This is an optimization exercise on Yosys and OpenROAD, whose aim is a short achievable clock period and few clock cycles, not a production implementation. Only simulation tests tie the RTL to the original design; equivalence was not proved. The clock port is modelled as an ideal driver; clocking choices that lean on that would not hold on a real chip. Power figures rest on the tool's default switching activity, not on a simulated workload.

// l2_tlb_tag_lookup
module l2_tlb_tag_lookup #(
    parameter  int SETS  = 16,
    parameter  int VPN_W = 31,
    localparam int IW    = $clog2(SETS)
) (
    input  logic             clk,
    input  logic             reset_n,
    input  logic             req_valid,
    output logic             req_ready,
    input  logic [VPN_W-1:0] req_vpn,
    input  logic             req_passthrough,
    input  logic             flush,
    output logic             resp_valid,
    output logic [4:0]       resp_hitsVec,
    output logic             resp_miss,
    output logic [IW-1:0]    resp_idx,
    output logic [3:0]       resp_valid_way,
    output logic             ptw_req_valid,
    input  logic             ptw_req_ready,
    output logic [VPN_W-1:0] ptw_req_vpn,
    input  logic             ptw_resp_valid,
    input  logic             ptw_resp_error,
    output logic             refill_valid,
    output logic [1:0]       refill_way,
    output logic [IW-1:0]    refill_idx
);
    localparam int TW = VPN_W - IW;
    logic [3:0]       valid_q [SETS];
    logic [TW-1:0]    tag_q   [4][SETS];
    logic             flush_q;    
    logic [1:0]       rr_q;
    logic             busy_q;     
    logic             busy_rdy_q;   
    logic             preq_q;     
    logic             wait_q;     
  ...
Size in the first run: about 5300 cells after synthesis, about 83000 sq um of cells after synthesis.
export LEC_CHECK = 0
export CAP_MARGIN = 20
export CORE_MARGIN = 8
export CORE_UTILIZATION = 55
export SETUP_SLACK_MARGIN = 3.0
export SLEW_MARGIN = 20
export SYNTH_HIERARCHICAL = 1
export SYNTH_MINIMUM_KEEP_SIZE = 0
export TNS_END_PERCENT = 100
create_clock -name core_clock -period 5.5 [get_ports {clk}]
standard.sh (not shown) runs the stock make flow with config.mk's settings and CLKGATE_MAP_FILE= SYNTH_SCRIPT=/design/flow/synth_recipe.tcl, a recipe that flattens the netlist after the stock synthesis.
==> flow/flow/run.sh <==
#!/bin/bash
# Layout flow: the standard ORFS flow (standard.sh, with the standard
# synthesis unchanged) plus two ORFS step hooks:
#   flow/io.tcl       before pin placement: keeps the ports of the short
#                     port-to-port control paths next to each other;
#   flow/post_cts.tcl after CTS: upsizes the port buffers and the gates
#                     that drive output buffers, then repairs setup again.
# Each tool's output is in synth.log / layout.log here and in orfs/logs/.
set -euo pipefail
here=$(pwd)
export PRE_IO_PLACEMENT_TCL=$here/flow/io.tcl
export POST_CTS_TCL=$here/flow/post_cts.tcl
bash standard.sh synth > synth.log 2>&1
bash standard.sh finish > layout.log 2>&1
==> flow/flow/post_cts.tcl <==
# Run after ORFS's CTS step (POST_CTS_TCL): upsize the port buffers, the
# gates between ports and the small nand/nor gates, which the timing repair
# leaves at small drive strengths, then repair setup once more and legalise.

proc my_cell_of_pin {pin} {
  return [$pin instance]
}

# Upsize a cell to the given drive strength if it is weaker.
proc my_upsize {inst strength} {
  set master [$inst getMaster]
  set name [$master getName]
  if {![regexp {^(sky130_fd_sc_hd__[a-z0-9]+)_([0-9]+)$} $name -> base drive]} { return }
  if {$drive >= $strength} { return }
  set new "${base}_${strength}"
  if {[[ord::get_db] findMaster $new] eq "NULL"} { return }
  # puts "upsize [$inst getName]: $name -> $new"
  replace_cell [get_cells [$inst getName]] $new
}

set block [ord::get_db_block]
foreach bterm [$block getBTerms] {
  set pname [$bterm getName]
  if {$pname eq "clk"} { continue }
  set net [$bterm getNet]
  if {$net eq "NULL"} { continue }
  foreach iterm [$net getITerms] {
    set inst [$iterm getInst]
    set mname [[$inst getMaster] getName]
    if {[string match "sky130_fd_sc_hd__buf_*" $mname]} {
      if {[$bterm getIoType] eq "INPUT"} {
        my_upsize $inst 8
      } else {
        my_upsize $inst 6
        # and the gate that drives the output buffer
        set in_net [[$inst findITerm A] getNet]
        set drv [$in_net getFirstOutput]
        if {$drv ne "NULL"} {
          set dinst [$drv getInst]
          if {![[$dinst getMaster] isSequential]} { my_upsize $dinst 4 }
        }
      }
    }
  }
}

# The compare tree's nand/nor gates are often left at drive 1 on long
# wires: start them at drive 2.
foreach inst [$block getInsts] {
  set mname [[$inst getMaster] getName]
  if {[regexp {^sky130_fd_sc_hd__(nand2|nand3|nand4|nor2|nor3|o21ai|a21oi)_1$} $mname]} {
    my_upsize $inst 2
  }
}

log_cmd estimate_parasitics -placement
repair_timing_helper
set result [catch { detailed_placement } msg]
if { $result != 0 } { error "Detailed placement failed after port upsizing: $msg" }
check_placement -verbose
log_cmd estimate_parasitics -placement
report_worst_slack -max
Other scripts of this flow, unchanged in this note and not shown: flow/flow/io.tcl
Testbench counts at the start, summed over its fixed seeds: cycles 58,847.
Edit:
--- a/flow/flow/post_cts.tcl
+++ b/flow/flow/post_cts.tcl
@@ -1,5 +1,5 @@
-# Run after ORFS's CTS step (POST_CTS_TCL): upsize the port buffers, the
-# gates between ports and the small nand/nor gates, which the timing repair
-# leaves at small drive strengths, then repair setup once more and legalise.
+# Run after ORFS's CTS step (POST_CTS_TCL): upsize the port buffers and the
+# gates between ports, which the timing repair leaves at small drive
+# strengths, then repair setup once more and legalise.
 
 proc my_cell_of_pin {pin} {
@@ -15,5 +15,5 @@
   set new "${base}_${strength}"
   if {[[ord::get_db] findMaster $new] eq "NULL"} { return }
-  # puts "upsize [$inst getName]: $name -> $new"
+  puts "upsize [$inst getName]: $name -> $new"
   replace_cell [get_cells [$inst getName]] $new
 }
@@ -45,13 +45,4 @@
 }
 
-# The compare tree's nand/nor gates are often left at drive 1 on long
-# wires: start them at drive 2.
-foreach inst [$block getInsts] {
-  set mname [[$inst getMaster] getName]
-  if {[regexp {^sky130_fd_sc_hd__(nand2|nand3|nand4|nor2|nor3|o21ai|a21oi)_1$} $mname]} {
-    my_upsize $inst 2
-  }
-}
-
 log_cmd estimate_parasitics -placement
 repair_timing_helper
SETUP_SLACK_MARGIN = 3.4   (was 3.0)
Outcome:
- final cell count rose by about 3.2%
- via count grows by about 5.5%
- sequential power stays flat
- final area hardly moves
- routed wire length rose by 14%
Edit:
CORE_UTILIZATION = 45   (was 55)
SETUP_SLACK_MARGIN = 3.0   (was 3.4)
After rerunning:
- die area goes up by about a fifth
- synthesized area stays the same
- worst setup slack got worse by 0.019 ns
- count of clock-buffer cells in the layout falls by 6
Edit:
CORE_UTILIZATION = 55   (was 45)
What happened: The changed run ran to the end with no violations. Worst hold slack is worse by 0.010 ns. Synthesized area stays the same. Synthesized cell count does not change. Via count is higher by 2.3%. Cell area is about the same. Sequential power barely changes. Non-clock buffer count increases by 48. Clock power stays flat. Wire length rises by 6.7%. Sequential cell count is unchanged.


Another version of the RTL of l2_tlb_tag_lookup (not shown whole).
Size in the first run: roughly 5100 cells after synthesis, ~1900 flip-flops.
==> flow/design.v (excerpt) <==
module l2_tlb_tag_lookup #(
    parameter  int SETS  = 16,
    parameter  int VPN_W = 31,
    localparam int IW    = $clog2(SETS)
) (
    input  logic             clk,
    input  logic             reset_n,
    input  logic             req_valid,
    output logic             req_ready,
    input  logic [VPN_W-1:0] req_vpn,
    input  logic             req_passthrough,
    input  logic             flush,
    output logic             resp_valid,
    output logic [4:0]       resp_hitsVec,
    output logic             resp_miss,
    output logic [IW-1:0]    resp_idx,
    output logic [3:0]       resp_valid_way,
    output logic             ptw_req_valid,
    input  logic             ptw_req_ready,
    output logic [VPN_W-1:0] ptw_req_vpn,
    input  logic             ptw_resp_valid,
    input  logic             ptw_resp_error,
    output logic             refill_valid,
    output logic [1:0]       refill_way,
    output logic [IW-1:0]    refill_idx
);
==> flow/config.mk <==
export PLATFORM = sky130hd
export DESIGN_NAME = l2_tlb_tag_lookup
export DESIGN_NICKNAME = l2_tlb_tag_lookup
export VERILOG_FILES = /design/flow/design.v
export SDC_FILE = /design/flow/constraint.sdc
export NUM_CORES = 4
export LEC_CHECK = 0
export CAP_MARGIN = 20
export CORE_MARGIN = 8
export CORE_UTILIZATION = 35
export SLEW_MARGIN = 20
==> flow/constraint.sdc <==
create_clock -name core_clock -period 5.5 [get_ports {clk}]
set_input_delay 1.1000 -clock core_clock [delete_from_list [all_inputs] [get_ports {clk}]]
set_output_delay 1.1000 -clock core_clock [all_outputs]
set_load 0.01 [all_outputs]
run.sh (not shown) runs the stock make flow with config.mk's settings and CLKGATE_MAP_FILE= SYNTH_SCRIPT=/design/flow/synth_recipe.tcl, a recipe that flattens the netlist after the stock synthesis.
Stock flow here: none of the scripts above is used.
Testbench counts at the start, summed over its fixed seeds: cycles 58,847.
Change:
--- a/flow/config.mk
+++ b/flow/config.mk
@@ -7,0 +8 @@
+export ABC_CLOCK_PERIOD_IN_PS = 2500
@@ -10,0 +12 @@
+export SETUP_SLACK_MARGIN = 3.0
@@ -11,0 +14 @@
+export TNS_END_PERCENT = 100
After rerunning: Cell count rose by about 1.6%; worst setup slack gets better by 1.3 ns; via count climbs by 5.8%.


run F:
The RTL this note starts from:
==> flow/design.v <==
`timescale 1ns/1ps
module l2_tlb_xor2 (input logic a, input logic b, output logic y);
    assign y = a ^ b;
endmodule
module l2_tlb_nand2 (input logic a, input logic b, output logic y);
    assign y = ~(a & b);
endmodule
module l2_tlb_nor2 (input logic a, input logic b, output logic y);
    assign y = ~(a | b);
endmodule
module l2_tlb_nand3 (input logic a, input logic b, input logic c, output logic y);
    assign y = ~(a & b & c);
endmodule
module l2_tlb_nor3 (input logic a, input logic b, input logic c, output logic y);
    assign y = ~(a | b | c);
endmodule
module l2_tlb_nand4 (input logic a, input logic b, input logic c, input logic d,
                     output logic y);
    assign y = ~(a & b & c & d);
endmodule
module l2_tlb_nor4 (input logic a, input logic b, input logic c, input logic d,
                    output logic y);
    assign y = ~(a | b | c | d);
endmodule
module l2_tlb_o21ai (input logic a1, input logic a2, input logic b1, output logic y);
    assign y = ~((a1 | a2) & b1);
endmodule
module l2_tlb_entry_match #(
    parameter int TW = 27
) (
    input  logic [TW-1:0] tag,
    input  logic [TW-1:0] req_tag,
    input  logic          valid,
    input  logic          dec,
    output logic          nsel
);
    logic [TW-1:0]   ne;
    logic [TW/3-1:0] eq3;
    logic [TW/9-1:0] neq9;
    logic            eq;
    for (genvar b = 0; b < TW; b++) begin : g_x
        l2_tlb_xor2 u_x (.a(tag[b]), .b(req_tag[b]), .y(ne[b]));
    end
    for (genvar g = 0; g < TW/3; g++) begin : g_e3
        l2_tlb_nor3 u_e (.a(ne[3*g]), .b(ne[3*g+1]), .c(ne[3*g+2]), .y(eq3[g]));
    end
    for (genvar h = 0; h < TW/9; h++) begin : g_n9
        l2_tlb_nand3 u_n (.a(eq3[3*h]), .b(eq3[3*h+1]), .c(eq3[3*h+2]), .y(neq9[h]));
    end
    l2_tlb_nor3  u_all (.a(neq9[0]), .b(neq9[1]), .c(neq9[2]), .y(eq));
    l2_tlb_nand3 u_sel (.a(eq), .b(valid), .c(dec), .y(nsel));
endmodule
module l2_tlb_tag_lookup #(
    parameter  int SETS  = 16,
    parameter  int VPN_W = 31,
    localparam int IW    = $clog2(SETS)
) (
    input  logic             clk,
    input  logic             reset_n,
    input  logic             req_valid,
    output logic             req_ready,
    input  logic [VPN_W-1:0] req_vpn,
    input  logic             req_passthrough,
    input  logic             flush,
    output logic             resp_valid,
    output logic [4:0]       resp_hitsVec,
    output logic             resp_miss,
    output logic [IW-1:0]    resp_idx,
    output logic [3:0]       resp_valid_way,
    output logic             ptw_req_valid,
    input  logic             ptw_req_ready,
    output logic [VPN_W-1:0] ptw_req_vpn,
    input  logic             ptw_resp_valid,
    input  logic             ptw_resp_error,
    output logic             refill_valid,
    output logic [1:0]       refill_way,
    output logic [IW-1:0]    refill_idx
);
    localparam int TW = VPN_W - IW;
    logic [3:0]       valid_q [SETS];
    logic [TW-1:0]    tag_q   [4][SETS];
    logic             flush_q;    
    logic [1:0]       rr_q;
    logic             busy_q;     
    logic             preq_q;     
    logic             wait_q;     
    logic             drop_q;     
    logic             armw_q;     
    logic             allv_q;     
    logic [3:0]       wen_q   [SETS];   
    logic [IW-1:0]    fill_idx_q;
    logic [TW-1:0]    fill_tag_q;
    logic [IW-1:0]    req_idx;
    logic [TW-1:0]    req_tag;
    logic [SETS-1:0]  dec;
    logic [3:0]       veff    [SETS];
    logic [3:0]       nsel    [SETS];
    logic [3:0]       hit4    [4];
    logic [1:0]       nhit8   [4];
    logic [3:0]       hitw;
    logic [1:0]       nany2;
    logic             any_raw;
    logic             nrv;
    logic             nacc_nopt;
    logic             acc_fl;
    logic             nkeep_busy, nkeep_preq, nkeep_miss;
    logic             busy_d, preq_d, resp_miss_d;
    logic [1:0]       vict_s  [SETS];
    logic [3:0]       vict1h  [SETS];
    logic [4:0]       lookup_hits;
    logic [3:0]       set_valid;
    logic [1:0]       victim_way;
    logic             set_allv;
    logic             accept, hs, fill;
    assign req_idx = req_vpn[IW-1:0];
    assign req_tag = req_vpn[VPN_W-1:IW];
    always_comb begin
        for (int s = 0; s < SETS; s++) begin
            veff[s]   = flush_q ? 4'd0 : valid_q[s];
            vict_s[s] = rr_q;
            for (int w = 3; w >= 0; w--)
                if (!valid_q[s][w]) vict_s[s] = 2'(w);
            for (int w = 0; w < 4; w++)
                vict1h[s][w] = flush_q ? (w == 0) : (vict_s[s] == 2'(w));
        end
    end
    for (genvar gs = 0; gs < SETS; gs++) begin : g_set
        for (genvar gw = 0; gw < 4; gw++) begin : g_way
            l2_tlb_entry_match #(.TW(TW)) u_m (
                .tag(tag_q[gw][gs]), .req_tag(req_tag),
                .valid(valid_q[gs][gw]), .dec(dec[gs]),
                .nsel(nsel[gs][gw])
            );
        end
    end
    for (genvar gw = 0; gw < 4; gw++) begin : g_hit
        for (genvar q = 0; q < SETS/4; q++) begin : g_q
            l2_tlb_nand4 u_o (.a(nsel[4*q][gw]), .b(nsel[4*q+1][gw]),
                              .c(nsel[4*q+2][gw]), .d(nsel[4*q+3][gw]),
                              .y(hit4[gw][q]));
        end
        l2_tlb_nor2  u_h0 (.a(hit4[gw][0]), .b(hit4[gw][1]), .y(nhit8[gw][0]));
        l2_tlb_nor2  u_h1 (.a(hit4[gw][2]), .b(hit4[gw][3]), .y(nhit8[gw][1]));
        l2_tlb_nand2 u_h  (.a(nhit8[gw][0]), .b(nhit8[gw][1]), .y(hitw[gw]));
    end
    l2_tlb_nor2  u_a0  (.a(hitw[0]), .b(hitw[1]), .y(nany2[0]));
    l2_tlb_nor2  u_a1  (.a(hitw[2]), .b(hitw[3]), .y(nany2[1]));
    l2_tlb_nand2 u_any (.a(nany2[0]), .b(nany2[1]), .y(any_raw));
    assign nacc_nopt  = !(req_valid && !busy_q && !flush && !req_passthrough);
    assign acc_fl     = !nacc_nopt && flush_q;
    assign nkeep_busy = !((busy_q && !(wait_q && ptw_resp_valid)) || acc_fl);
    assign nkeep_preq = !((preq_q && !ptw_req_ready) || acc_fl);
    assign nkeep_miss = !acc_fl;
    l2_tlb_o21ai u_d_busy (.a1(any_raw), .a2(nacc_nopt), .b1(nkeep_busy), .y(busy_d));
    l2_tlb_o21ai u_d_preq (.a1(any_raw), .a2(nacc_nopt), .b1(nkeep_preq), .y(preq_d));
    l2_tlb_o21ai u_d_miss (.a1(any_raw), .a2(nacc_nopt), .b1(nkeep_miss), .y(resp_miss_d));
    l2_tlb_nor2  u_rdy   (.a(busy_q), .b(flush), .y(req_ready));
    l2_tlb_nand2 u_rv_n  (.a(armw_q), .b(ptw_resp_valid), .y(nrv));
    l2_tlb_nor3  u_rv    (.a(nrv), .b(ptw_resp_error), .c(flush), .y(refill_valid));
    always_comb begin
        for (int s = 0; s < SETS; s++) begin
            dec[s]  = (req_idx == IW'(s));
        end
        set_valid  = '0;
        victim_way = '0;
        set_allv   = 1'b0;
        for (int s = 0; s < SETS; s++) begin
            set_valid  = set_valid | (valid_q[s] & {4{dec[s]}});
            victim_way = victim_way | (vict_s[s] & {2{dec[s]}});
            set_allv   = set_allv | (dec[s] & (&valid_q[s]));
        end
        if (flush_q) begin
            set_valid  = '0;
            victim_way = '0;
            set_allv   = 1'b0;
        end
        for (int w = 0; w < 4; w++)
            lookup_hits[w] = hitw[w] && !req_passthrough && !flush_q;
        lookup_hits[4] = req_passthrough;
    end
    assign accept        = req_valid && !busy_q && !flush;
    assign ptw_req_valid = preq_q;
    assign hs            = preq_q && ptw_req_ready;
    assign fill          = wait_q && !drop_q && ptw_resp_valid && !ptw_resp_error;
    assign refill_idx    = fill_idx_q;
    always_ff @(posedge clk or negedge reset_n) begin
        if (!reset_n) begin
            busy_q         <= 1'b0;
            preq_q         <= 1'b0;
            wait_q         <= 1'b0;
            drop_q         <= 1'b0;
            allv_q         <= 1'b0;
            flush_q        <= 1'b0;
            rr_q           <= 2'd0;
            resp_valid     <= 1'b0;
            resp_miss      <= 1'b0;
            fill_idx_q     <= '0;
            ptw_req_vpn    <= '0;
            refill_way     <= '0;
            armw_q         <= 1'b0;
            for (int s = 0; s < SETS; s++) wen_q[s] <= '0;
        end else begin
            flush_q    <= flush;
            resp_valid <= accept;
            resp_miss  <= resp_miss_d;
            if (resp_valid) fill_idx_q <= ptw_req_vpn[IW-1:0];
            if (accept) begin
                ptw_req_vpn <= req_vpn;
                refill_way  <= victim_way;
            end
            if (hs)                           armw_q <= !(drop_q || flush);
            else if (flush || ptw_resp_valid) armw_q <= 1'b0;
            if (accept) allv_q <= set_allv;
            if (accept)
                for (int s = 0; s < SETS; s++)
                    for (int w = 0; w < 4; w++)
                        wen_q[s][w] <= dec[s] && vict1h[s][w];
            busy_q <= busy_d;
            preq_q <= preq_d;
            drop_q <= (preq_q || wait_q) && (drop_q || flush);
            if (hs)                                   wait_q <= 1'b1;
            else if (ptw_resp_valid)                  wait_q <= 1'b0;
            if (fill && !flush && allv_q)             rr_q <= rr_q + 2'd1;
        end
    end
    always_ff @(posedge clk or negedge reset_n) begin
        if (!reset_n) begin
            for (int s = 0; s < SETS; s++) valid_q[s] <= '0;
        end else begin
            for (int s = 0; s < SETS; s++)
                for (int w = 0; w < 4; w++)
                    valid_q[s][w] <= veff[s][w] || (fill && wen_q[s][w]);
        end
    end
    always_ff @(posedge clk) begin
        resp_hitsVec   <= lookup_hits;
        resp_idx       <= req_idx;
        resp_valid_way <= set_valid;
    end
    always_ff @(posedge clk) begin
        if (resp_valid) fill_tag_q <= ptw_req_vpn[VPN_W-1:IW];
        for (int s = 0; s < SETS; s++)
            for (int w = 0; w < 4; w++)
                if (fill && wen_q[s][w]) tag_q[w][s] <= fill_tag_q;
    end
endmodule
Settings: LEC_CHECK=0, CAP_MARGIN=20, CORE_MARGIN=8, CORE_UTILIZATION=55, CTS_CLUSTER_DIAMETER=100, CTS_CLUSTER_SIZE=30, SETUP_SLACK_MARGIN=3.0, SLEW_MARGIN=20, SYNTH_HIERARCHICAL=1, SYNTH_MINIMUM_KEEP_SIZE=0, TNS_END_PERCENT=100; clock period 5.5 ns.
Run F ran to completion and came out clean on the timing, design-rule and antenna checks.
Testbench counts of run F, summed over its fixed seeds: cycles 58,847.
Edits applied to the flow inputs when going from run F to run P:
# run F
export LEC_CHECK = 0
export CAP_MARGIN = 20
export CORE_MARGIN = 8
export CORE_UTILIZATION = 55
export CTS_CLUSTER_DIAMETER = 100
export CTS_CLUSTER_SIZE = 30
export SETUP_SLACK_MARGIN = 3.0
export SLEW_MARGIN = 20
export SYNTH_HIERARCHICAL = 1
export SYNTH_MINIMUM_KEEP_SIZE = 0
export TNS_END_PERCENT = 100
create_clock -name core_clock -period 5.5 [get_ports {clk}]
# run P
export LEC_CHECK = 0
export CAP_MARGIN = 20
export CORE_MARGIN = 8
export CORE_UTILIZATION = 55
export SETUP_SLACK_MARGIN = 3.0
export SLEW_MARGIN = 20
export SYNTH_HIERARCHICAL = 1
export SYNTH_MINIMUM_KEEP_SIZE = 0
export TNS_END_PERCENT = 100
create_clock -name core_clock -period 5.5 [get_ports {clk}]
[summary]
Run P completed; timing, DRC and antenna clean
Looking at non-clock buffer total of the final layout across run P and run F, the one that comes out lower is run P.
Part of the cycle the worst path needs ended up 0.67 points lower on run P than on run F.
Run P vs run F: relative contribution of the clock network to total power up in run P
What run P reported for number of buffers created by CTS has to be multiplied by 0.38 to get the figure for run F.

## port drivers added, routing unchanged
The results above use ideal ports. As a check the final layouts listed here were re-extracted and re-timed, cells and wires unchanged. Step 1 (the two cells are an assumption about what drives the block):
set clk [get_ports {clk}]
set_driving_cell -lib_cell sky130_fd_sc_hd__clkbuf_16 $clk
set_driving_cell -lib_cell sky130_fd_sc_hd__buf_2 [delete_from_list [all_inputs] $clk]
Step 2, shift: input delay + t, output delay - t, t = (earliest + latest rising clock arrival at the registers) / 2. This alone moves slack from input paths to output paths. Three values: no drivers, after step 1, after step 2; two values: the first two.
| run | shift t [ns] | slack for setup (ns) | hold slack, ns | worst setup path after step 2 | pins driven straight from the clock port |
|---|---|---|---|---|---|
| the first run of note 1 | 0.871 | 2.852 / 2.788 / 1.919 | 0.250 / 0.211 / 0.485 | input to register | 1 |
| the second run of note 1 | 0.897 | 2.854 / 2.531 / 1.633 | 0.302 / 0.252 / 0.464 | input to register | 1 |
| the third run of note 1 | 0.921 | 2.835 / 2.747 / 1.922 | 0.263 / 0.228 / 0.450 | input to register | 1 |
| the fourth run of note 1 | 0.875 | 2.854 / 2.652 / 1.777 | 0.253 / 0.215 / 0.484 | input to register | 1 |
| the first run of note 2 | 0.918 | 1.351 / 1.261 / 0.343 | 0.230 / 0.197 / 0.475 | input to register | 1 |
| the second run of note 2 | 0.927 | 2.645 / 2.457 / 1.529 | 0.177 / 0.147 / 0.476 | input to register | 1 |
| run F | 0.804 | 2.679 / 2.631 / 1.839 | 0.343 / 0.296 / 0.488 | input to register | 1 |
| run P | 0.897 | 2.716 / 2.664 / 1.768 | 0.286 / 0.250 / 0.474 | input to register | 1 |
After both steps every run listed still meets setup and hold. For the second run of note 1, which loses most, drivers alone change the setup slack by -0.323 ns; drivers and shift together by -1.221 ns.
